What follows belongs to an exercise in optimizing a design on an open flow for small area, a short achievable clock period and few clock cycles per item; a production flow would make more cautious choices.
Function was checked by simulation only, so behaviour that the tests miss may differ from the original.

==> inputs of pepper <==
// sq8_dequant_vector_distance_top
module sq8_dequant_vector_distance_top #(
	parameter int VALUE_WIDTH   = 32,
	parameter int FRACTION_BITS = 16
) (
	input  logic         clk,
	input  logic         arst_n,
	input  logic         s_axis_tvalid,
	output logic         s_axis_tready,
	input  logic [103:0] s_axis_tdata,
	input  logic         s_axis_tlast,    
	output logic         m_axis_tvalid,
	input  logic         m_axis_tready,
	output logic [63:0]  m_axis_tdata,    
	output logic [1:0]   m_axis_tuser,    
	input  logic         cfg_valid,
	output logic         cfg_ready,
	input  logic         cfg_index,
	input  logic [2:0]   cfg_data
);
	localparam logic [63:0] ACC_MAX = sq8dvd_pkg::ACC_MAX;
	localparam logic [63:0] ACC_MIN = sq8dvd_pkg::ACC_MIN;
	logic [2:0] metric_q, metric_d;
	logic       norm_q, norm_d;
	always_comb begin
		metric_d = metric_q;
		norm_d   = norm_q;
		if (cfg_valid) begin
			if (cfg_index) norm_d = cfg_data[0];
			else metric_d = cfg_data;
		end
	end
	always_ff @(posedge clk or negedge arst_n) begin
		if (!arst_n) begin
			metric_q <= 3'd0;
			norm_q   <= 1'b0;
		end else begin
			metric_q <= metric_d;
			norm_q   <= norm_d;
		end
	end
	assign cfg_ready = 1'b1;
	logic m_cos, m_dotn, m_eu, m_man, m_dsq, m_bad, m_rot;
	always_ff @(posedge clk or negedge arst_n) begin
		if (!arst_n) begin
			m_cos  <= 1'b1;
			m_dotn <= 1'b0;
			m_eu   <= 1'b0;
			m_man  <= 1'b0;
			m_dsq  <= 1'b0;
			m_bad  <= 1'b0;
			m_rot  <= 1'b1;
		end else begin
			m_cos  <= (metric_d == 3'd0);
			m_dotn <= (metric_d == 3'd1) && norm_d;
			m_eu   <= (metric_d == 3'd2);
			m_man  <= (metric_d == 3'd3);
			m_dsq  <= (metric_d == 3'd2) || (metric_d == 3'd4);
			m_bad  <= (metric_d > 3'd4);
			m_rot  <= (metric_d == 3'd0) || ((metric_d == 3'd1) && norm_d);
		end
	end
	logic [40:0] ys_s, ys_c, ys_e;
	sq8dvd_deq u_deq (
		.mn (s_axis_tdata[71:40]),
		.st (s_axis_tdata[103:72]),
		.cd (s_axis_tdata[39:32]),
		.s  (ys_s),
		.c  (ys_c),
		.e  (ys_e)
	);
	logic        w_valid;
	logic [31:0] w_q;
	logic [40:0] w_ys, w_yc, w_ye;
	logic        w_last;
	logic        w_ld, w_mv;
	logic        p1_valid, p1_ld, p1_mv;
	logic        tr_q;    
	logic        trn_q;   
  ...
export LEC_CHECK = 0
export ABC_AREA = 1
export CAP_MARGIN = 35
export CORE_MARGIN = 2
export CORE_UTILIZATION = 40
export SLEW_MARGIN = 25
create_clock -name core_clock -period 13.0 [get_ports {clk}]
standard.sh (not shown) runs the stock make flow with config.mk's settings and CLKGATE_MAP_FILE= SYNTH_SCRIPT=/design/flow/synth_recipe.tcl, a recipe that flattens the netlist after the stock synthesis.
==> flow/flow/run.sh <==
#!/bin/bash
set -euo pipefail
bash standard.sh SETUP_SLACK_MARGIN=8.8 finish > standard.log 2>&1
==> inputs of ember, as changes to pepper <==
--- a/flow/design.v
+++ b/flow/design.v
@@ -4338,17 +4338,17 @@
 	localparam logic [3:0] R_C2  = 4'd7;    
 	localparam logic [3:0] R_MAX = 4'd8;
 	localparam logic [3:0] R_MIN = 4'd9;
 	logic [NS-1:0] st, st_d;
 	logic [63:0] f_r, f_x, f_d, f_h, f_m;
 	logic [6:0]  f_cnt, cnt_d;
-	logic        c_1, c_2, c_8, c_ge2, c_ge8, c_le2, c_le3, c_le4, c_le5, c_le8;
-	logic [9:0]  fl_d, fl_m1, fl_m2, fl_m8;
-	function automatic logic [9:0] cflags(input logic [6:0] v);
+	logic        c_1, c_2, c_8, c_ge2, c_ge8, c_le2, c_le3, c_le4;
+	logic [7:0]  fl_d, fl_m1, fl_m2, fl_m8;
+	function automatic logic [7:0] cflags(input logic [6:0] v);
 		cflags = {v == 7'd1, v == 7'd2, v == 7'd8, v >= 7'd2, v >= 7'd8, v <= 7'd2, v <= 7'd3,
-			v <= 7'd4, v <= 7'd5, v <= 7'd8};
+			v <= 7'd4};
 	endfunction
 	assign fl_m1 = cflags(f_cnt - 7'd1);
 	assign fl_m2 = cflags(f_cnt - 7'd2);
 	assign fl_m8 = cflags(f_cnt - 7'd8);
 	logic        f_neg, f_sat, f_sq1, f_chk;
 	logic [1:0]  f_stat;
@@ -4396,13 +4396,13 @@
 	assign dv_stop = f_chk && !dv_skip && sb_ge;    
 	logic [63:0] mag_a;
 	assign mag_a = sum_a[63] ? (64'd0 - sum_a) : sum_a;
 	always_comb begin
 		st_d  = '0;
 		cnt_d = f_cnt;
-		fl_d  = {c_1, c_2, c_8, c_ge2, c_ge8, c_le2, c_le3, c_le4, c_le5, c_le8};
+		fl_d  = {c_1, c_2, c_8, c_ge2, c_ge8, c_le2, c_le3, c_le4};
 		if (st[S_IDLE]) begin
 			if (start) begin
 				if (m_cos || m_dotn || m_eu) st_d[S_SQ] = 1'b1;
 				else st_d[S_DONE] = 1'b1;
 				cnt_d = 7'd16;
 				fl_d  = cflags(7'd16);
@@ -4451,13 +4451,13 @@
 		if (st[S_DONE]) begin
 			if (out_valid) st_d[S_DONE] = 1'b1;
 			else st_d[S_IDLE] = 1'b1;
 		end
 	end
 	assign ok_next = (st[S_IDLE] && !start) || (!out_valid && (st[S_DONE] || st[S_PS] || st[S_PL] ||
-		(st[S_DIV] && (m_cos ? (f_neg ? c_le5 : c_le3) : (f_neg ? c_le4 : c_le8))) || (m_eu && (st[S_SQE] || (st[S_SQ] && c_le2)))));
+		(st[S_DIV] && (m_cos ? c_le3 : c_le4)) || (m_eu && (st[S_SQE] || (st[S_SQ] && c_le2)))));
 	always_ff @(posedge clk or negedge arst_n) begin
 		if (!arst_n) begin
 			st        <= NS'(1) << S_IDLE;
 			out_valid <= 1'b0;
 		end else begin
 			st <= st_d;
@@ -4471,13 +4471,13 @@
 		dv_q[2] <= st_d[S_DIV] && m_dotn;
 		dv_q[3] <= !(st_d[S_DIV] && m_dotn);
 		dv_q[4] <= st_d[S_DIV] && !m_cos;
 		dv_q[5] <= !(st_d[S_DIV] && !m_cos);
 		dv_q[6] <= st_d[S_DIV] && !m_eu;
 		f_cnt <= cnt_d;
-		{c_1, c_2, c_8, c_ge2, c_ge8, c_le2, c_le3, c_le4, c_le5, c_le8} <= fl_d;
+		{c_1, c_2, c_8, c_ge2, c_ge8, c_le2, c_le3, c_le4} <= fl_d;
 		if (st[S_IDLE] && start) begin
 			f_neg  <= sum_a[63];
 			f_m    <= mag_a;
 			f_sat  <= vsat;
 			f_r    <= 64'd0;
 			f_d    <= 64'd0;
==> comparison table <==
metric                                                                     ember        pepper
Run status                                              timing/DRC/antenna clean  timing/DRC/antenna clean
Total Die Area                                                      274000 sq um  278000 sq um
Synthesized netlist net count                                              15800         16200
FMAX                                                                     229 MHz       227 MHz
Source-to-sink clock delay at the later pin of the worst-skew pair        870 ps        890 ps
Slew headroom                                                              0.209         0.245
R2r worst-path depth                                                          14            15
# resized after CTS                                                          989          1012
Total via count after detailed routing                                    108000        111000
Global-route wire length before repair                                 732000 um     783000 um
Area fraction in compound gates after synthesis                            0.177         0.170
Final sequential cell count                                                 1144          1146
Fraction of final layout cells sized beyond drive strength 1               0.134         0.130
DP Wirelength                                                          385000 um     418000 um
Met1 wire length                                                       200000 um     218000 um
Testbench counts of pepper, summed over its fixed seeds: cycles 14,319, vectors 384.
Testbench counts of ember, summed over its fixed seeds: cycles 14,371, vectors 384.

-- afterwards: timing with drivers on the ports --
Ports are ideal in the flow. The routed layouts listed here were re-timed in OpenROAD.
Step 1, drivers: a clkbuf_16 drives clk and a buf_2 each remaining input, both assumed.
Step 2, shift: input delay + t, output delay - t, t = (earliest + latest rising clock arrival at the registers) / 2. This alone moves slack from input paths to output paths.
Three values: ideal ports, drivers, drivers and shift; two values: the first two.
| run | shift t [ns] | setup WS [ns] | worst setup path after step 2 | worst register clock-pin slew, ns |
|---|---|---|---|---|
| pepper | 0.955 | 8.593 / 8.593 / 7.786 | input to register | 0.10 / 0.10 |
| ember | 0.944 | 8.635 / 8.635 / 7.799 | input to register | 0.07 / 0.07 |
After both steps setup and hold are still met in every run listed. The setup slack of ember, which loses most, moves by 0.000 ns with the drivers and by -0.836 ns with both steps.
